Background: an optimization exercise with open tools, aiming at small area, a short achievable clock period and few clock cycles. Do not read the settings as production practice. No run shown here included a check of the RTL's function; only the layout flow was run. Power is estimated from default activity; no workload was simulated.

--- run.sh ---
#!/bin/bash
# synth_recipe.tcl (not shown) runs the flow's synth.tcl, then flattens the netlist and writes it again
# the make line also repeats each setting of config.mk as NAME=value (left out here)
make -C /OpenROAD-flow-scripts/flow DESIGN_CONFIG=/design/flow/config.mk WORK_HOME=/design/flow/orfs CLKGATE_MAP_FILE= SYNTH_SCRIPT=/design/flow/synth_recipe.tcl finish
--- config.mk ---
export PLATFORM = sky130hd
export DESIGN_NAME = redmule_streamer
export DESIGN_NICKNAME = redmule_streamer
export VERILOG_FILES = /design/flow/design.v
export SDC_FILE = /design/flow/constraint.sdc
export NUM_CORES = 4
export LEC_CHECK = 0
export CAP_MARGIN = 20
export CORE_MARGIN = 2
export CORE_UTILIZATION = 40
export SLEW_MARGIN = 20
--- constraint.sdc ---
create_clock -name core_clock -period 5.5 [get_ports {clk_i}]
set_input_delay 1.1000 -clock core_clock [delete_from_list [all_inputs] [get_ports {clk_i}]]
set_output_delay 1.1000 -clock core_clock [all_outputs]
set_load 0.01 [all_outputs]
--- design.v ---
package streamer_pkg;
  typedef logic [32-1:0] data_t;
  typedef logic [32-1:0] addr_t;
  typedef logic [16-1:0]  len_t;
  typedef logic [$clog2(4)-1:0] ch_idx_t;
  localparam ch_idx_t CH_X = 2'd0;
  localparam ch_idx_t CH_W = 2'd1;
  localparam ch_idx_t CH_Y = 2'd2;
  localparam ch_idx_t CH_Z = 2'd3;
  typedef struct packed {
    addr_t base;
    addr_t stride;
    len_t  len;
  } ch_cfg_t;
  typedef struct packed {
    addr_t addr;
    logic  we;
    data_t wdata;
  } mem_req_t;
  typedef struct packed {
    logic  rvalid;
    data_t rdata;
  } mem_rsp_t;
  typedef struct packed {
    addr_t addr;
    data_t wdata;
  } store_item_t;
endpackage
`timescale 1ns/1ps
module stream_fifo #(
  parameter int unsigned WIDTH  = 1,
  parameter int unsigned DEPTH  = 4,
  localparam int unsigned CNT_W = $clog2(DEPTH + 1),
  localparam int unsigned PTR_W = (DEPTH > 1) ? $clog2(DEPTH) : 1
) (
  input  logic             clk_i,
  input  logic             rst_n_i,
  input  logic             push_i,
  input  logic [WIDTH-1:0] item_i,
  output logic             full_o,
  input  logic             pop_i,
  output logic [WIDTH-1:0] item_o,
  output logic             empty_o,
  output logic [CNT_W-1:0] free_o
);
  logic [WIDTH-1:0] mem_q [DEPTH];
  logic [PTR_W-1:0] wr_ptr_q;
  logic [PTR_W-1:0] rd_ptr_q;
  logic [CNT_W-1:0] count_q;
  logic             push_en;
  logic             pop_en;
  assign empty_o = (count_q == '0);
  assign full_o  = (count_q == CNT_W'(DEPTH));
  assign free_o  = CNT_W'(DEPTH) - count_q;
  assign item_o  = mem_q[rd_ptr_q];
  assign pop_en  = pop_i && !empty_o;
  assign push_en = push_i && (!full_o || pop_i);
  always_ff @(posedge clk_i) begin
    if (!rst_n_i) begin
      wr_ptr_q <= '0;
      rd_ptr_q <= '0;
      count_q  <= '0;
    end else begin
      if (push_en) begin
        wr_ptr_q <= (wr_ptr_q == PTR_W'(DEPTH - 1)) ? '0 : wr_ptr_q + 1'b1;
      end
      if (pop_en) begin
        rd_ptr_q <= (rd_ptr_q == PTR_W'(DEPTH - 1)) ? '0 : rd_ptr_q + 1'b1;
      end
      if (push_en && !pop_en) begin
        count_q <= count_q + 1'b1;
      end else if (pop_en && !push_en) begin
        count_q <= count_q - 1'b1;
      end
    end
  end
  always_ff @(posedge clk_i) begin
    if (push_en) begin
      mem_q[wr_ptr_q] <= item_i;
    end
  end
endmodule
`timescale 1ns/1ps
module load_source #(
  parameter int unsigned DEPTH = 1
) (
  input  logic                  clk_i,
  input  logic                  rst_n_i,
  input  logic                  start_i,
  input  streamer_pkg::ch_cfg_t cfg_i,
  output logic                  elig_o,
  output streamer_pkg::addr_t   addr_o,
  input  logic                  fire_i,
  input  streamer_pkg::data_t   rdata_i,
  output logic                  valid_o,
  input  logic                  ready_i,
  output streamer_pkg::data_t   data_o,
  output logic                  done_o
);
  logic                busy_q;
  logic                done_q;
  logic                arr_q;      
  streamer_pkg::len_t  rleft_q;    
  streamer_pkg::addr_t addr_q;
  streamer_pkg::addr_t stride_q;
  logic [DEPTH-1:0]    occ_q;      
  streamer_pkg::data_t buf_q [DEPTH];
  logic                start_ok;
  logic                pop;
  logic [DEPTH-1:0]    occ_p;
  logic [DEPTH-1:0]    occ_d;
  logic                more;
  logic                room;
  assign start_ok = start_i && !busy_q;
  assign pop      = occ_q[0] && ready_i;
  assign occ_p    = pop ? (occ_q >> 1) : occ_q;
  assign occ_d    = arr_q ? ((occ_p << 1) | DEPTH'(1)) : occ_p;
  assign more = (rleft_q[15:1] != '0) || (rleft_q[0] && !fire_i);
  if (DEPTH == 1) begin : g_room1
    assign room = !occ_d[0] && !fire_i;
  end else begin : g_roomn
    assign room = !occ_d[DEPTH-1] && !(occ_d[DEPTH-2] && fire_i);
  end
  assign elig_o = busy_q ? (more && room) : (start_ok && (cfg_i.len != '0));
  assign addr_o  = addr_q;
  assign valid_o = occ_q[0];
  assign data_o  = buf_q[0];
  assign done_o  = done_q;
  always_ff @(posedge clk_i) begin
    if (!rst_n_i) begin
      busy_q <= 1'b0;
      done_q <= 1'b0;
      arr_q  <= 1'b0;
      occ_q  <= '0;
    end else begin
      arr_q <= fire_i;
      occ_q <= occ_d;
      done_q <= 1'b0;
      if (start_ok) begin
        busy_q <= (cfg_i.len != '0);
        done_q <= (cfg_i.len == '0);
      end else if (busy_q && (rleft_q == '0) && !arr_q && !occ_p[0]) begin
        busy_q <= 1'b0;
        done_q <= 1'b1;
      end
    end
  end
  always_ff @(posedge clk_i) begin
    if (start_ok) begin
      rleft_q  <= cfg_i.len;
      addr_q   <= cfg_i.base;
      stride_q <= cfg_i.stride;
    end else if (fire_i) begin
      rleft_q <= rleft_q - 1'b1;
      addr_q  <= addr_q + stride_q;
    end
  end
  for (genvar i = 0; i < DEPTH; i++) begin : g_buf
    logic wr_here;
    if (i == 0) begin : g_w0
      assign wr_here = arr_q && !occ_p[0];
    end else begin : g_wn
      assign wr_here = arr_q && !occ_p[i] && occ_p[i-1];
    end
    always_ff @(posedge clk_i) begin
      if (wr_here) begin
        buf_q[i] <= rdata_i;
      end else if (pop) begin
        if (i + 1 < DEPTH) begin
          buf_q[i] <= buf_q[(i + 1) % DEPTH];
        end
      end
    end
  end
endmodule
`timescale 1ns/1ps
module store_sink #(
  parameter int unsigned DEPTH = 1
) (
  input  logic                  clk_i,
  input  logic                  rst_n_i,
  input  logic                  start_i,
  input  streamer_pkg::ch_cfg_t cfg_i,
  input  logic                  valid_i,
  output logic                  ready_o,
  input  streamer_pkg::data_t   data_i,
  output logic                  elig_o,
  output streamer_pkg::addr_t   addr_o,
  output streamer_pkg::data_t   wdata_o,
  input  logic                  fire_i,
  output logic                  done_o
);
  logic                busy_q;
  logic                done_q;
  logic                rdy_q;
  streamer_pkg::len_t  wleft_q;    
  streamer_pkg::addr_t addr_q;
  streamer_pkg::addr_t stride_q;
  logic [DEPTH-1:0]    occ_q;      
  streamer_pkg::data_t buf_q [DEPTH];
  logic                start_ok;
  logic                push;
  logic                last;
  logic                busy_d;
  logic [DEPTH-1:0]    occ_p;
  logic [DEPTH-1:0]    occ_d;
  assign start_ok = start_i && !busy_q;
  assign push     = valid_i && rdy_q;
  assign last     = fire_i && (wleft_q == streamer_pkg::len_t'(1));
  assign occ_p    = fire_i ? (occ_q >> 1) : occ_q;
  assign occ_d    = push ? ((occ_p << 1) | DEPTH'(1)) : occ_p;
  assign busy_d   = busy_q ? !last : (start_ok && (cfg_i.len != '0));
  assign elig_o  = busy_q && occ_d[0];
  assign ready_o = rdy_q;
  assign addr_o  = addr_q;
  assign wdata_o = buf_q[0];
  assign done_o  = done_q;
  always_ff @(posedge clk_i) begin
    if (!rst_n_i) begin
      busy_q <= 1'b0;
      done_q <= 1'b0;
      rdy_q  <= 1'b0;
      occ_q  <= '0;
    end else begin
      busy_q <= busy_d;
      rdy_q  <= busy_d && !occ_d[DEPTH-1];
      occ_q  <= occ_d;
      done_q <= busy_q ? last : (start_ok && (cfg_i.len == '0));
    end
  end
  always_ff @(posedge clk_i) begin
    if (start_ok) begin
      wleft_q  <= cfg_i.len;
      addr_q   <= cfg_i.base;
      stride_q <= cfg_i.stride;
    end else if (fire_i) begin
      wleft_q <= wleft_q - 1'b1;
      addr_q  <= addr_q + stride_q;
    end
  end
  for (genvar i = 0; i < DEPTH; i++) begin : g_buf
    logic wr_here;
    if (i == 0) begin : g_w0
      assign wr_here = push && !occ_p[0];
    end else begin : g_wn
      assign wr_here = push && !occ_p[i] && occ_p[i-1];
    end
    always_ff @(posedge clk_i) begin
      if (wr_here) begin
        buf_q[i] <= data_i;
      end else if (fire_i) begin
        if (i + 1 < DEPTH) begin
          buf_q[i] <= buf_q[(i + 1) % DEPTH];
        end
      end
    end
  end
endmodule
`timescale 1ns/1ps
module tcdm_arbiter (
  input  logic                      clk_i,
  input  logic                      rst_n_i,
  input  logic [4-1:0] elig_i,
  input  logic                      mem_gnt_i,
  output logic                      req_o,
  output logic [4-1:0] sel_o,
  output logic [4-1:0] fire_o
);
  localparam int unsigned N_CH = 4;
  logic            req_q;
  logic [N_CH-1:0] sel_q;
  logic [N_CH-1:0] pick;
  logic            hold;
  always_comb begin
    logic [2*N_CH-1:0] dbl;
    logic [2*N_CH-1:0] ptr;
    logic              found;
    pick  = '0;
    found = 1'b0;
    dbl   = {elig_i, elig_i};
    for (int unsigned p = 0; p < N_CH; p++) begin
      if (sel_q[p]) begin
        for (int unsigned off = 1; off <= N_CH; off++) begin
          if (!found && dbl[p + off]) begin
            found = 1'b1;
            pick[(p + off) % N_CH] = 1'b1;
          end
        end
      end
    end
  end
  assign hold   = req_q && !mem_gnt_i;
  assign req_o  = req_q;
  assign sel_o  = sel_q;
  assign fire_o = (req_q && mem_gnt_i) ? sel_q : '0;
  always_ff @(posedge clk_i) begin
    if (!rst_n_i) begin
      req_q <= 1'b0;
      sel_q <= N_CH'(1);
    end else if (!hold) begin
      req_q <= (elig_i != '0);
      if (elig_i != '0) begin
        sel_q <= pick;
      end
    end
  end
endmodule
`timescale 1ns/1ps
module redmule_streamer (
  input  logic                   clk_i,
  input  logic                   rst_n_i,
  input  logic                   x_start_i,
  input  streamer_pkg::ch_cfg_t  x_cfg_i,
  output logic                   x_valid_o,
  input  logic                   x_ready_i,
  output streamer_pkg::data_t    x_data_o,
  output logic                   x_done_o,
  input  logic                   w_start_i,
  input  streamer_pkg::ch_cfg_t  w_cfg_i,
  output logic                   w_valid_o,
  input  logic                   w_ready_i,
  output streamer_pkg::data_t    w_data_o,
  output logic                   w_done_o,
  input  logic                   y_start_i,
  input  streamer_pkg::ch_cfg_t  y_cfg_i,
  output logic                   y_valid_o,
  input  logic                   y_ready_i,
  output streamer_pkg::data_t    y_data_o,
  output logic                   y_done_o,
  input  logic                   z_start_i,
  input  streamer_pkg::ch_cfg_t  z_cfg_i,
  input  logic                   z_valid_i,
  output logic                   z_ready_o,
  input  streamer_pkg::data_t    z_data_i,
  output logic                   z_done_o,
  output logic                   mem_req_o,
  output streamer_pkg::mem_req_t mem_req_data_o,
  input  logic                   mem_gnt_i,
  input  streamer_pkg::mem_rsp_t mem_rsp_i
);
  logic [4-1:0] elig;
  logic [4-1:0] sel;
  logic [4-1:0] fire;
  streamer_pkg::addr_t       x_addr;
  streamer_pkg::addr_t       w_addr;
  streamer_pkg::addr_t       y_addr;
  streamer_pkg::addr_t       z_addr;
  streamer_pkg::data_t       z_wdata;
  load_source i_x_source (
    .clk_i   (clk_i),     .rst_n_i (rst_n_i),
    .start_i (x_start_i), .cfg_i   (x_cfg_i),
    .elig_o  (elig[0]),   .addr_o  (x_addr),
    .fire_i  (fire[0]),   .rdata_i (mem_rsp_i.rdata),
    .valid_o (x_valid_o), .ready_i (x_ready_i),
    .data_o  (x_data_o),  .done_o  (x_done_o)
  );
  load_source i_w_source (
    .clk_i   (clk_i),     .rst_n_i (rst_n_i),
    .start_i (w_start_i), .cfg_i   (w_cfg_i),
    .elig_o  (elig[1]),   .addr_o  (w_addr),
    .fire_i  (fire[1]),   .rdata_i (mem_rsp_i.rdata),
    .valid_o (w_valid_o), .ready_i (w_ready_i),
    .data_o  (w_data_o),  .done_o  (w_done_o)
  );
  load_source i_y_source (
    .clk_i   (clk_i),     .rst_n_i (rst_n_i),
    .start_i (y_start_i), .cfg_i   (y_cfg_i),
    .elig_o  (elig[2]),   .addr_o  (y_addr),
    .fire_i  (fire[2]),   .rdata_i (mem_rsp_i.rdata),
    .valid_o (y_valid_o), .ready_i (y_ready_i),
    .data_o  (y_data_o),  .done_o  (y_done_o)
  );
  store_sink i_z_sink (
    .clk_i   (clk_i),     .rst_n_i (rst_n_i),
    .start_i (z_start_i), .cfg_i   (z_cfg_i),
    .valid_i (z_valid_i), .ready_o (z_ready_o),
    .data_i  (z_data_i),
    .elig_o  (elig[3]),   .addr_o  (z_addr),
    .wdata_o (z_wdata),   .fire_i  (fire[3]),
    .done_o  (z_done_o)
  );
  tcdm_arbiter i_arbiter (
    .clk_i     (clk_i),
    .rst_n_i   (rst_n_i),
    .elig_i    (elig),
    .mem_gnt_i (mem_gnt_i),
    .req_o     (mem_req_o),
    .sel_o     (sel),
    .fire_o    (fire)
  );
  assign mem_req_data_o.addr  = ({32{sel[0]}} & x_addr) | ({32{sel[1]}} & w_addr) |
                                ({32{sel[2]}} & y_addr) | ({32{sel[3]}} & z_addr);
  assign mem_req_data_o.we    = sel[3];
  assign mem_req_data_o.wdata = z_wdata;
endmodule
==> results.sh, run 1 <==
export IMPL_syn_avg_cell_area_sq_um=11.4
export IMPL_worstHoldStart="i_x_source.arr_q"
export IMPL_coreArea_sq_um=60100
export IMPL_vias_per_cell=5.45
export IMPL_period_share_pct=70.3
export IMPL_finalSetupViolCount=0
export IMPL_skew_ns=0.0193
export IMPL_cts_hold_buf=0
export IMPL_drive_gt1_share_pct=4.45
export IMPL_arrival_ns=2.77
export IMPL_worstReg2RegEnd="i_w_source.addr_q[28]"
export IMPL_cts_resized=0
export IMPL_worstPathCellList="a22oi_1, nand2_1, clkdlybuf4s50_1"
export IMPL_cts_setup_buffers=0
export IMPL_cp_slowest_cell="dfxtp_2"
export IMPL_vias=19292
export IMPL_cts_root_buffer="clkbuf_16"
export IMPL_r2r_start="i_w_source.addr_q[0]"
export IMPL_cts_htree_levels=2
export IMPL_dp_hpwl_um=58300
export IMPL_layout_commonest_cell="clkdlybuf4s50_1"
export IMPL_fin_nets=3228
export IMPL_async_flop_share_pct=0
export IMPL_r2r_slack_ns=1.88
export IMPL_cp_slowest_stage_delay_ns=0.94
export IMPL_status="finished clean"
export IMPL_detail_route_wl_per_cell_um=21.7
export IMPL_fmax_mhz=259
export IMPL_regArea_sq_um=13900
export IMPL_die_width_um=250
export IMPL_period_needed_ns=3.87
export IMPL_drt_initial_drc_count=1477
export IMPL_hold_viol_final=0
export IMPL_report_final_slew_viol_count=0
export IMPL_hold_path_end="i_x_source.occ_q"
export IMPL_leakage_nw=11.9
export IMPL_grt_max_degree=58
export IMPL_place_gp_congestion=0.915
export IMPL_clock_path_buffers=3
export IMPL_grtUsageTotal_pct=23.9
export IMPL_grt_pass1_wl_um=114000
export IMPL_fillers=5294
export IMPL_rsz0062_at_grt="no"
export IMPL_synth_top_cell_area_share_pct=55.4
export IMPL_routed_wl_um=76900
export IMPL_end_kind="output port"
export IMPL_postRouteAntennaNets=0
export IMPL_tns_ns=0
export IMPL_clk_latency_ns=0.61
export IMPL_placedInstanceArea_sq_um=30800
export IMPL_cts_tree="built"
export IMPL_path_clk_slew_ns=0.06
export IMPL_synth_flop_cell="edfxtp_1"
export IMPL_die_area_sq_um=62700
export IMPL_row_count=90
export IMPL_synth_fp_nets=2661
export IMPL_tightestPinTransition_ns=1.06
export IMPL_port_buffers=564
export IMPL_synth_area_leader_cell="edfxtp_1"
export IMPL_die_y_um=250
export IMPL_startpoint_type="register"
export IMPL_syn_inst=2132
export IMPL_synth_edf_count=448
export IMPL_first_pass_iters=5
export IMPL_path_buf_inv=1
export IMPL_overflow=0
export IMPL_ff2ff_path_depth=12
export IMPL_synthDistinctLibCells=79
export IMPL_peakVddDrop_mv=0.230
export IMPL_synthToLayoutAreaGrowth_pct=34.2
export IMPL_maxCapViolCount=0
export IMPL_seq_area_frac_synth_pct=57.1
export IMPL_grt_antenna_before_repair=31
export IMPL_ys_warnings_count=5
export IMPL_worstPathRequired_ns=4.40
export IMPL_grt_pass1_vias=19078
export IMPL_maxSlewHeadroom_pct=29.3
export IMPL_syn_cell_area_sq_um=24300
export IMPL_fin_hold_ws_ns=0.508
export IMPL_holdPathStages=2
export IMPL_path_max_fanout=41
export IMPL_cts_buffers=54
export IMPL_cp_top_family="flip-flops"
export IMPL_design_area_sq_um=32600
export IMPL_cts_num_sinks=469
export IMPL_io_pins=566
export IMPL_crit_type="register to output port"
export IMPL_final_cell_mix="clkdlybuf4s50_1 (564), edfxtp_1 (448), nand2_1 (234), a21oi_1 (162), nor2_1 (148)"
export IMPL_start_util_pct=40.4
export IMPL_multi_input_area_sq_um=9970
export IMPL_power_density_nw_per_um2=342
export IMPL_finalPower_mw=11.1
export IMPL_hold_path_class="register to register"
export IMPL_synthTopCellsByArea="edfxtp_1 (55%), ha_1 (6.6%), nand2_1 (3.7%)"
export IMPL_drc_errors=0
export IMPL_ys_ff_latch=469
worst reg2reg max path: stages, from the launching register on:
cell,delay [ns]
edfxtp_1,0.40
ha_1,0.22
inv_1,0.08
fa_1,0.22
nand2b_1,0.14
a21oi_1,0.09
o31ai_1,0.36
a31oi_1,0.25
o41ai_1,0.72
o21ai_1,0.29
o31ai_1,0.32
xor2_1,0.17
a21oi_1,0.08
cell type report:
class                           count  share of cell area (%)
Antenna cell                       16                   0.123
Clock buffer                       63                    4.25
Clock inverter                     34                   0.999
Inverter                           58                   0.668
Multi-Input combinational cell   1535                    30.6
Sequential cell                   469                    42.6
Tap cell                          782                    3.00
Timing Repair Buffer              581                    17.8
Yosys cell counts, types with 7 or more instances:
cell / count
inv_1: 52
o21ai_0: 29
nand2_1: 238
a21o_1: 51
and4_1: 7
a31oi_1: 19
dfxtp_1: 21
clkbuf_1: 50
nor4_1: 34
a21boi_1: 9
a22oi_1: 64
a21oi_1: 163
edfxtp_1: 448
nor2_1: 148
nand3_1: 36
and2_1: 14
nand4_1: 11
o21bai_1: 13
buf_1: 16
xnor2_1: 86
o31ai_1: 19
o22ai_1: 7
o21ai_1: 135
or3_1: 15
o21a_1: 21
ha_1: 129
nand2b_1: 27
nor3_1: 41
o211ai_1: 9
and3_1: 12
a211oi_1: 21
nor2b_1: 25
xor2_1: 64
state kept, by name, indices dropped and copies added (netlist names), 16 cells and up:
register	count
i_w_source.buf_q	32
i_w_source.rleft_q	16
i_y_source.stride_q	32
i_x_source.addr_q	32
i_z_sink.addr_q	32
i_x_source.rleft_q	16
i_x_source.stride_q	32
i_z_sink.stride_q	32
i_z_sink.buf_q	32
i_z_sink.wleft_q	16
i_y_source.rleft_q	16
i_w_source.stride_q	32
i_x_source.buf_q	32
i_y_source.addr_q	32
i_y_source.buf_q	32
i_w_source.addr_q	32
power by group:
part,switching (mW),internal [mW]
registers,0.259,4.38
clock network,1.48,2.07
logic,1.57,1.37
how the worst max path moves through the flow:
stage                        from  slack [ns]                endpoint  cells past startpoint
2_1_floorplan           w_ready_i        1.52  i_w_source.buf_q[0][0]                      2
3_3_place_gp            w_start_i        1.70   i_w_source.addr_q[24]                      6
3_5_place_dp            w_start_i        1.70    i_w_source.addr_q[5]                      5
4_1_cts        i_arbiter.sel_q[0]        1.57      mem_req_data_o[55]                      3
5_1_grt        i_arbiter.sel_q[0]        1.48      mem_req_data_o[60]                      3
6_report       i_arbiter.sel_q[0]        1.63      mem_req_data_o[55]                      3
logic make-up after synthesis:
family | after synthesis | share of synthesized area, %
and+or+nand+nor | 635 | 12.4
DFF | 469 | 57.1
xor gates and xnor gates | 150 | 5.41
buffers and inverters | 128 | 2.06
muxes | 5 | 0.216
adders and majority gates | 133 | 6.98
AOI/OAI and AO/OA | 612 | 15.8
through the flow:
step           worst slack, ns  util (%)  cells
6_report                  1.63      54.2   3538
5_1_grt                   1.48      54.2   3536
4_1_cts                   1.57      54.1   3522
3_5_place_dp              1.70      51.3   3425
3_3_place_gp              1.70      51.3   3425
2_1_floorplan             1.52         -   2132
per-layer routing:
| metal | global-route usage [%] | up-vias | part of all wire (%) |
|---|---|---|---|
| met5 | 0 | - | 0.24 |
| met4 | 7.87 | 32 | 2.6 |
| met3 | 5.88 | 136 | 7.8 |
| met2 | 37.7 | 642 | 46 |
| met1 | 32.4 | 9282 | 43 |
| li1 | - | 9200 | - |
==> run 2: changes to the inputs <==
--- a/design.v
+++ b/design.v
@@ -90,5 +90,5 @@
   input  streamer_pkg::ch_cfg_t cfg_i,
   output logic                  elig_o,
-  output streamer_pkg::addr_t   addr_o,
+  output streamer_pkg::addr_t   addr_nx_o,
   input  logic                  fire_i,
   input  streamer_pkg::data_t   rdata_i,
@@ -123,5 +123,9 @@
   end
   assign elig_o = busy_q ? (more && room) : (start_ok && (cfg_i.len != '0));
-  assign addr_o  = addr_q;
+  if (DEPTH == 1) begin : g_nx1
+    assign addr_nx_o = start_ok ? cfg_i.base : addr_q;
+  end else begin : g_nxn
+    assign addr_nx_o = start_ok ? cfg_i.base : (fire_i ? addr_q + stride_q : addr_q);
+  end
   assign valid_o = occ_q[0];
   assign data_o  = buf_q[0];
@@ -186,5 +190,5 @@
   input  streamer_pkg::data_t   data_i,
   output logic                  elig_o,
-  output streamer_pkg::addr_t   addr_o,
+  output streamer_pkg::addr_t   addr_nx_o,
   output streamer_pkg::data_t   wdata_o,
   input  logic                  fire_i,
@@ -213,5 +217,9 @@
   assign elig_o  = busy_q && occ_d[0];
   assign ready_o = rdy_q;
-  assign addr_o  = addr_q;
+  if (DEPTH == 1) begin : g_nx1
+    assign addr_nx_o = start_ok ? cfg_i.base : addr_q;
+  end else begin : g_nxn
+    assign addr_nx_o = start_ok ? cfg_i.base : (fire_i ? addr_q + stride_q : addr_q);
+  end
   assign wdata_o = buf_q[0];
   assign done_o  = done_q;
@@ -265,4 +273,5 @@
   output logic                      req_o,
   output logic [4-1:0] sel_o,
+  output logic [4-1:0] sel_nx_o,
   output logic [4-1:0] fire_o
 );
@@ -294,4 +303,5 @@
   assign sel_o  = sel_q;
   assign fire_o = (req_q && mem_gnt_i) ? sel_q : '0;
+  assign sel_nx_o = hold ? sel_q : pick;
   always_ff @(posedge clk_i) begin
     if (!rst_n_i) begin
@@ -347,8 +357,10 @@
   streamer_pkg::addr_t       z_addr;
   streamer_pkg::data_t       z_wdata;
+  logic [4-1:0] sel_nx;
+  streamer_pkg::addr_t       addr_q;
   load_source i_x_source (
     .clk_i   (clk_i),     .rst_n_i (rst_n_i),
     .start_i (x_start_i), .cfg_i   (x_cfg_i),
-    .elig_o  (elig[0]),   .addr_o  (x_addr),
+    .elig_o  (elig[0]),   .addr_nx_o (x_addr),
     .fire_i  (fire[0]),   .rdata_i (mem_rsp_i.rdata),
     .valid_o (x_valid_o), .ready_i (x_ready_i),
@@ -358,5 +370,5 @@
     .clk_i   (clk_i),     .rst_n_i (rst_n_i),
     .start_i (w_start_i), .cfg_i   (w_cfg_i),
-    .elig_o  (elig[1]),   .addr_o  (w_addr),
+    .elig_o  (elig[1]),   .addr_nx_o (w_addr),
     .fire_i  (fire[1]),   .rdata_i (mem_rsp_i.rdata),
     .valid_o (w_valid_o), .ready_i (w_ready_i),
@@ -366,5 +378,5 @@
     .clk_i   (clk_i),     .rst_n_i (rst_n_i),
     .start_i (y_start_i), .cfg_i   (y_cfg_i),
-    .elig_o  (elig[2]),   .addr_o  (y_addr),
+    .elig_o  (elig[2]),   .addr_nx_o (y_addr),
     .fire_i  (fire[2]),   .rdata_i (mem_rsp_i.rdata),
     .valid_o (y_valid_o), .ready_i (y_ready_i),
@@ -376,5 +388,5 @@
     .valid_i (z_valid_i), .ready_o (z_ready_o),
     .data_i  (z_data_i),
-    .elig_o  (elig[3]),   .addr_o  (z_addr),
+    .elig_o  (elig[3]),   .addr_nx_o (z_addr),
     .wdata_o (z_wdata),   .fire_i  (fire[3]),
     .done_o  (z_done_o)
@@ -387,8 +399,12 @@
     .req_o     (mem_req_o),
     .sel_o     (sel),
+    .sel_nx_o  (sel_nx),
     .fire_o    (fire)
   );
-  assign mem_req_data_o.addr  = ({32{sel[0]}} & x_addr) | ({32{sel[1]}} & w_addr) |
-                                ({32{sel[2]}} & y_addr) | ({32{sel[3]}} & z_addr);
+  always_ff @(posedge clk_i) begin
+    addr_q <= ({32{sel_nx[0]}} & x_addr) | ({32{sel_nx[1]}} & w_addr) |
+              ({32{sel_nx[2]}} & y_addr) | ({32{sel_nx[3]}} & z_addr);
+  end
+  assign mem_req_data_o.addr  = addr_q;
   assign mem_req_data_o.we    = sel[3];
   assign mem_req_data_o.wdata = z_wdata;
--- a/config.mk
+++ b/config.mk
@@ -6,6 +6,8 @@
 export NUM_CORES = 4
 export LEC_CHECK = 0
+export ABC_CLOCK_PERIOD_IN_PS = 3000
 export CAP_MARGIN = 20
 export CORE_MARGIN = 2
 export CORE_UTILIZATION = 40
+export SETUP_SLACK_MARGIN = 2.5
 export SLEW_MARGIN = 20
==> run 2 against run 1 <==
Still clean; utilization increased by 1.7 points; synthesized cell count increased by 14%; fmax increased by 29%; via count increased by 15%; sequential share of layout area decreased by 3.0 points; cell count increased by 12%; highest routed layer unchanged.
==> results.sh, run 2 <==
export IMPL_grt_pass1_wl_um=133000
export IMPL_hold_path_class="register to register"
export IMPL_hold_viol_final=0
export IMPL_cts_root_buffer="clkbuf_16"
export IMPL_status="finished clean"
export IMPL_vias=22210
export IMPL_syn_cell_area_sq_um=26400
export IMPL_overflow=0
export IMPL_finalPower_mw=12.1
export IMPL_place_gp_congestion=0.940
export IMPL_arrival_ns=3.57
export IMPL_crit_type="register to register"
export IMPL_rsz0062_at_grt="yes"
export IMPL_fin_nets=3592
export IMPL_port_buffers=564
export IMPL_leakage_nw=13.6
export IMPL_path_clk_slew_ns=0.06
export IMPL_path_max_fanout=8
export IMPL_syn_inst=2427
export IMPL_async_flop_share_pct=0
export IMPL_ff2ff_path_depth=10
export IMPL_coreArea_sq_um=65600
export IMPL_cts_htree_levels=2
export IMPL_final_cell_mix="clkdlybuf4s50_1 (530), edfxtp_1 (448), nand2_1 (424), o21ai_0 (212), ha_1 (122)"
export IMPL_vias_per_cell=5.58
export IMPL_cp_slowest_stage_delay_ns=0.56
export IMPL_die_y_um=261
export IMPL_clk_latency_ns=0.63
export IMPL_yosys_cell_count_top_type="edfxtp_1"
export IMPL_end_kind="register"
export IMPL_first_pass_iters=6
export IMPL_synthTopCellsByArea="edfxtp_1 (51%), nand2_1 (6.1%), ha_1 (6.1%)"
export IMPL_dpl_cell_count=3791
export IMPL_synth_fp_nets=2956
export IMPL_synth_compound_area_share_pct=17.2
export IMPL_syn_avg_cell_area_sq_um=10.9
export IMPL_cp_top_family="simple AND/OR/NAND/NOR gates"
export IMPL_postRouteAntennaNets=0
export IMPL_worst_path_stages=10
export IMPL_multi_input_area_sq_um=12200
export IMPL_row_count=94
export IMPL_report_final_slew_viol_count=0
export IMPL_synth_top_family_by_area="compound AO/OA/AOI/OAI gates"
export IMPL_crit_top_cell="or4_4"
export IMPL_drc_errors=0
export IMPL_power_density_nw_per_um2=330
export IMPL_grt_antenna_before_repair=9
export IMPL_r2r_slack_ns=2.51
export IMPL_worstPathRequired_ns=6.08
export IMPL_routed_wl_um=93400
export IMPL_worstPathCellList="or4_4, or4_4, o211ai_4, a41oi_2, or3_4, a21boi_4, buf_12, buf_16, a21oi_4, a2111o_1"
export IMPL_io_pins=566
export IMPL_synth_common_cells="edfxtp_1 (448), nand2_1 (431), o21ai_0 (218)"
export IMPL_cts_hold_buf=0
export IMPL_grt_pass1_vias=21338
export IMPL_worstReg2RegEnd="addr_q[6]"
export IMPL_synth_edf_count=448
export IMPL_synthMuxAreaShare_pct=0.114
export IMPL_detail_route_wl_per_cell_um=23.5
export IMPL_regArea_sq_um=14500
export IMPL_dp_hpwl_um=68800
export IMPL_start_util_pct=40.3
export IMPL_synthAdderAreaFrac_pct=6.41
export IMPL_yosys_area_share_simple_pct=14.1
export IMPL_ys_warnings_count=6
export IMPL_grt_max_degree=116
export IMPL_drive_gt1_share_pct=12.3
export IMPL_cts_tree="built"
export IMPL_synth_xor_area_share_pct=4.24
export IMPL_peakVddDrop_mv=0.272
export IMPL_fin_cells=3979
export IMPL_tightestPinTransition_ns=1.06
export IMPL_maxSlewHeadroom_pct=29.5
export IMPL_period_needed_ns=2.99
export IMPL_startpoint="i_x_source.rleft_q[3]"
export IMPL_grtUsageTotal_pct=25.9
export IMPL_endpoint="addr_q[6]"
export IMPL_fillers=5637
export IMPL_synthDistinctLibCells=88
export IMPL_fmax_mhz=335
export IMPL_clock_path_buffers=3
export IMPL_tns_ns=0
export IMPL_synth_area_leader_cell="edfxtp_1"
export IMPL_r2r_start="i_x_source.rleft_q[3]"
export IMPL_cts_num_sinks=501
export IMPL_seq_area_frac_synth_pct=54.9
export IMPL_synth_flop_cell="edfxtp_1"
export IMPL_finalSetupViolCount=0
export IMPL_period_share_pct=54.3
export IMPL_die_area_sq_um=68100
export IMPL_drt_initial_drc_count=1908
export IMPL_maxCapViolCount=0
export IMPL_synthToLayoutAreaGrowth_pct=38.7
export IMPL_layout_commonest_cell="clkdlybuf4s50_1"
export IMPL_cts_buffers=57
export IMPL_startpoint_type="register"
export IMPL_synth_top_cell_area_share_pct=50.9
export IMPL_skew_ns=0.0249
export IMPL_path_buf_inv=2
export IMPL_cp_slowest_cell="or4_4"
export IMPL_ys_ff_latch=501
export IMPL_die_width_um=261
run 2: worst register-to-register path, delay by kind of cell (launching register included):
| family | cells | cell delay, ns |
|---|---|---|
| buffers and inverters | 2 | 0.32 |
| AND/OR/NAND/NOR | 3 | 1.38 |
| flip-flops | 1 | 0.40 |
| AO/OA/AOI/OAI | 5 | 0.86 |
run 2: layout make-up:
cell class / count / share of cell area, %
Antenna cell: 6 / 0.0410
Clock buffer: 76 / 4.51
Clock inverter: 29 / 0.713
Inverter: 75 / 0.847
Multi-Input combinational cell: 1767 / 33.2
Sequential cell: 501 / 39.6
Tap cell: 864 / 2.95
Timing Repair Buffer: 658 / 18.1
Timing Repair inverter: 3 / 0.0717
run 2: stage by stage:
stage                     utilization (%)  cell area, sq um  setup slack [ns]  hold WS [ns]
final                                55.8             36700              2.51         0.491
after global routing                 55.8             36600              2.42         0.524
after CTS                            54.6             35900              2.44         0.492
after detailed placement             50.1             32900              1.14         0.476
after global placement               50.1             32900              1.21         0.478
after floorplan                         -             26500              2.50         0.439
run 2: timing repair:
action                                  in CTS  in global routing
endpoints found under the setup margin      74                 92
resized for setup                          146                 93
cloned                                       7                  4
setup buffers                               32                 33
pin swaps                                   25                 50
run 2: cell families (layout without fill, tap and decap cells):
logic type,count (synthesis),count (layout)
compound gates,689,691
xor+xnor,128,128
fa+ha+maj,133,133
buf+inv,161,841
flops,501,501
mux,3,3
other cells,0,6
simple gates,812,812
run 2: how the worst min path moves through the flow:
stage                 startpoint           endpoint  slack [ns]  cells after the start
2_1_floorplan   i_y_source.arr_q   i_y_source.occ_q        0.44                      2
3_3_place_gp   i_x_source.busy_q  i_x_source.busy_q        0.48                      2
3_5_place_dp   i_x_source.busy_q  i_x_source.busy_q        0.48                      2
4_1_cts        i_x_source.busy_q  i_x_source.busy_q        0.49                      2
5_1_grt        i_x_source.busy_q  i_x_source.busy_q        0.52                      2
6_report       i_x_source.busy_q  i_x_source.busy_q        0.49                      2
run 2: where the power goes:
part	total [mW]	leakage (nW)	internal (mW)	switching [mW]
clock network	3.90	0.945	2.29	1.62
registers	4.93	4.68	4.65	0.276
logic	3.25	7.98	1.49	1.77
total	12.1	13.6	8.43	3.66
run 2: per-layer routing:
metal	share of wire [%]	track usage, %	wire, um	vias to the layer above
met5	0.018	0	17	-
met4	3.3	8.52	3080	2
met1	43	35.4	40000	10741
met3	7.0	3.92	6520	162
met2	47	42.4	43700	915
li1	-	-	-	10390
==> run 3: changes to the inputs <==
--- a/config.mk
+++ b/config.mk
@@ -6,8 +6,8 @@
 export NUM_CORES = 4
 export LEC_CHECK = 0
-export ABC_CLOCK_PERIOD_IN_PS = 3000
+export ABC_CLOCK_PERIOD_IN_PS = 2200
 export CAP_MARGIN = 20
 export CORE_MARGIN = 2
 export CORE_UTILIZATION = 40
-export SETUP_SLACK_MARGIN = 2.5
+export SETUP_SLACK_MARGIN = 3.3
 export SLEW_MARGIN = 20
==> run 3 against run 2 <==
Still clean on timing, DRC and antenna; cell count up 2.8%; sequential share of layout area fell by 2.5 points; via count rose by 3.6%; worst setup slack got worse by 0.14 ns; synthesized cell count did not move; clock power is 4% higher; non-clock buffer count increased by 101; wire length rose by 5.6%; critical path type unchanged; largest cell class unchanged.
==> results.sh, run 3 <==
export IMPL_seq_area_frac_synth_pct=54.9
export IMPL_cts_num_sinks=501
export IMPL_synth_edf_count=448
export IMPL_synth_common_cells="edfxtp_1 (448), nand2_1 (431), o21ai_0 (218)"
export IMPL_design_area_sq_um=39400
export IMPL_port_buffers=564
export IMPL_first_pass_iters=6
export IMPL_fin_hold_ws_ns=0.487
export IMPL_pwr_share_seq_pct=37.9
export IMPL_status="finished clean"
export IMPL_dpl_cell_count=3784
export IMPL_cp_slowest_stage_delay_ns=0.55
export IMPL_cts_buffers=57
export IMPL_arrival_ns=3.70
export IMPL_ys_warnings_count=6
export IMPL_placedInstanceArea_sq_um=33700
export IMPL_maxCapViolCount=0
export IMPL_place_gp_congestion=0.950
export IMPL_hold_path_class="register to register"
export IMPL_worstPathRequired_ns=6.07
export IMPL_grtUsageTotal_pct=27.3
export IMPL_cts_tree="built"
export IMPL_io_pins=566
export IMPL_fin_nets=3695
export IMPL_grt_antenna_before_repair=19
export IMPL_overflow=0
export IMPL_setup_slack_ns=2.37
export IMPL_power_density_nw_per_um2=334
export IMPL_period_needed_ns=3.13
export IMPL_vias_per_cell=5.62
export IMPL_synthTopCellsByArea="edfxtp_1 (51%), nand2_1 (6.1%), ha_1 (6.1%)"
export IMPL_switchingPower_mw=4.06
export IMPL_tns_ns=0
export IMPL_startpoint_type="register"
export IMPL_crit_top_cell="or4_4"
export IMPL_drive_gt1_share_pct=28.4
export IMPL_path_clk_slew_ns=0.06
export IMPL_r2r_slack_ns=2.37
export IMPL_routed_wl_um=98600
export IMPL_die_area_sq_um=68100
export IMPL_die_y_um=261
export IMPL_async_flop_share_pct=0
export IMPL_internal_power_mw=9.09
export IMPL_report_final_slew_viol_count=0
export IMPL_skew_ns=0.0165
export IMPL_clk_latency_ns=0.63
export IMPL_period_share_pct=57.0
export IMPL_maxSlewHeadroom_pct=30.1
export IMPL_ys_ff_latch=501
export IMPL_fin_cells=4092
export IMPL_peakVddDrop_mv=0.261
export IMPL_fmax_mhz=319
export IMPL_die_width_um=261
export IMPL_synth_flop_cell="edfxtp_1"
export IMPL_sw_frac_of_total_pct=30.9
export IMPL_cp_slowest_cell="or4_4"
export IMPL_path_max_fanout=8
export IMPL_syn_avg_cell_area_sq_um=10.9
export IMPL_synthDistinctLibCells=88
export IMPL_cts_root_buffer="clkbuf_16"
export IMPL_fillers=5375
export IMPL_drc_errors=0
export IMPL_drt_initial_drc_count=1731
export IMPL_clock_path_buffers=3
export IMPL_synth_fp_nets=2956
export IMPL_hold_viol_final=0
export IMPL_post_place_ws_ns=1.04
export IMPL_synth_top_cell_area_share_pct=50.9
export IMPL_synth_area_leader_cell="edfxtp_1"
export IMPL_yosys_cell_count_top_type="edfxtp_1"
export IMPL_worstPathCellList="or4_4, or4_4, o211ai_4, a41oi_2, or3_4, a21boi_4, buf_12, bufbuf_16, a21oi_4, a2111o_1"
export IMPL_syn_cell_area_sq_um=26400
export IMPL_grt_max_degree=93
export IMPL_crit_type="register to register"
export IMPL_p_comb_share_pct=31.4
export IMPL_syn_inst=2427
export IMPL_grt_pass1_vias=22494
export IMPL_detail_route_wl_per_cell_um=24.1
export IMPL_finalPower_mw=13.1
export IMPL_end_kind="register"
export IMPL_tightestPinTransition_ns=1.05
export IMPL_finalSetupViolCount=0
export IMPL_leakage_nw=14.7
export IMPL_vias=23005
export IMPL_layout_commonest_cell="edfxtp_1"
export IMPL_grt_pass1_wl_um=139000
export IMPL_synthToLayoutAreaGrowth_pct=49.0
export IMPL_dp_hpwl_um=69000
export IMPL_row_count=94
export IMPL_pwr_share_clk_pct=30.8
export IMPL_postRouteAntennaNets=0
export IMPL_coreArea_sq_um=65600
export IMPL_post_route_util_pct=60.0
export IMPL_rsz0062_at_grt="yes"
export IMPL_cts_htree_levels=2
export IMPL_final_cell_mix="edfxtp_1 (448), nand2_1 (420), clkdlybuf4s50_1 (361), buf_2 (126), o21ai_0 (113)"
export IMPL_start_util_pct=40.3
-- run 3: metal layers --
layer,vias up,track usage (%),part of all wire [%]
met5,-,0,0.066
met4,10,10.4,3.8
met3,193,5.20,7.6
met2,942,45.1,48
met1,11226,35.7,41
li1,10634,-,-
-- run 3: kinds of logic (layout without fill, tap and decap cells) --
family	count (synthesis)	after routing	synth area share [%]
AOI/OAI and AO/OA	689	692	17.2
xor gates and xnor gates	128	128	4.24
adders and majority gates	133	133	6.41
buffers and inverters	161	943	2.99
DFF	501	501	54.9
muxes	3	3	0.114
other	0	13	0
and+or+nand+nor	812	815	14.1
-- run 3: power groups by stage --
| stage | clock (mW) | combinational [mW] | sequential (mW) |
|---|---|---|---|
| after detailed placement | 0 | 3.07 | 5.00 |
| after global placement | 0 | 3.01 | 4.99 |
| after CTS | 4.13 | 3.73 | 4.96 |
| after global routing | 4.27 | 4.44 | 5.01 |
| after floorplan | 0 | 2.06 | 4.92 |
| final | 4.05 | 4.12 | 4.98 |
-- run 3: final timing paths --
| path | startpoint | to | depth (start not counted) |
|---|---|---|---|
| hold reg to reg | i_x_source.busy_q | i_x_source.busy_q | 2 |
| hold / removal | i_x_source.busy_q | i_x_source.busy_q | 2 |
| setup / recovery | i_x_source.rleft_q[3] | addr_q[4] | 10 |
| setup reg to reg | i_x_source.rleft_q[3] | addr_q[4] | 10 |
-- run 3: timing repair --
| item | in CTS | in global routing |
|---|---|---|
| cloned | 12 | 5 |
| endpoints found under the setup margin | 713 | 584 |
| hold buffers | 0 | 0 |
| setup buffers | 109 | 61 |
| gates resized for setup | 1141 | 197 |
| hold endpoints to repair | 0 | 0 |
| pin swaps | 146 | 163 |
-- run 3: layout make-up --
cell class	instances	area, sq um	share of cell area (%)
diodes	13	32.5	0.0826
repair inverters	1	8.76	0.0222
clock inverters	38	433	1.10
well taps	864	1080	2.75
multi-input cells	1771	14200	36.0
flip-flops and latches	501	14600	37.1
inverters	75	329	0.836
repair buffers	759	7170	18.2
clock buffers	70	1570	3.98
-- run 3: worst max-delay path, delay by kind of cell (launching register included) --
kind	cells	cell delay, ns
simple gates	3	1.37
compound gates	5	0.82
buf+inv	2	0.45
flops	1	0.41

static timing again, ports no longer ideal:
No port has a modelled driver above. Below, the same layouts with a new extraction and two added sets of constraints.
Step 1, drivers: a clkbuf_16 drives clk_i and a buf_2 each remaining input, both assumed.
Step 2 moves the port delays by t, midway between the first and last clock arrival at a register: inputs arrive t later, outputs are due t later. That takes back most of the time a late clock gives input paths.
a / b / c = ideal ports / drivers / drivers and shift; a / b = the first two.
run	shift t [ns]	setup WS [ns]	worst data-port slew with drivers (ns)	cell pins on the clock port's net
run 1	0.664	1.635 / 1.572 / 1.691	0.13	1
run 2	0.686	2.511 / 2.511 / 1.892	0.16	1
run 3	0.691	2.367 / 2.367 / 1.711	0.16	1
After both steps every run listed still meets setup and hold. The setup slack of run 3, which loses most, moves by 0.000 ns with the drivers and by -0.656 ns with both steps.
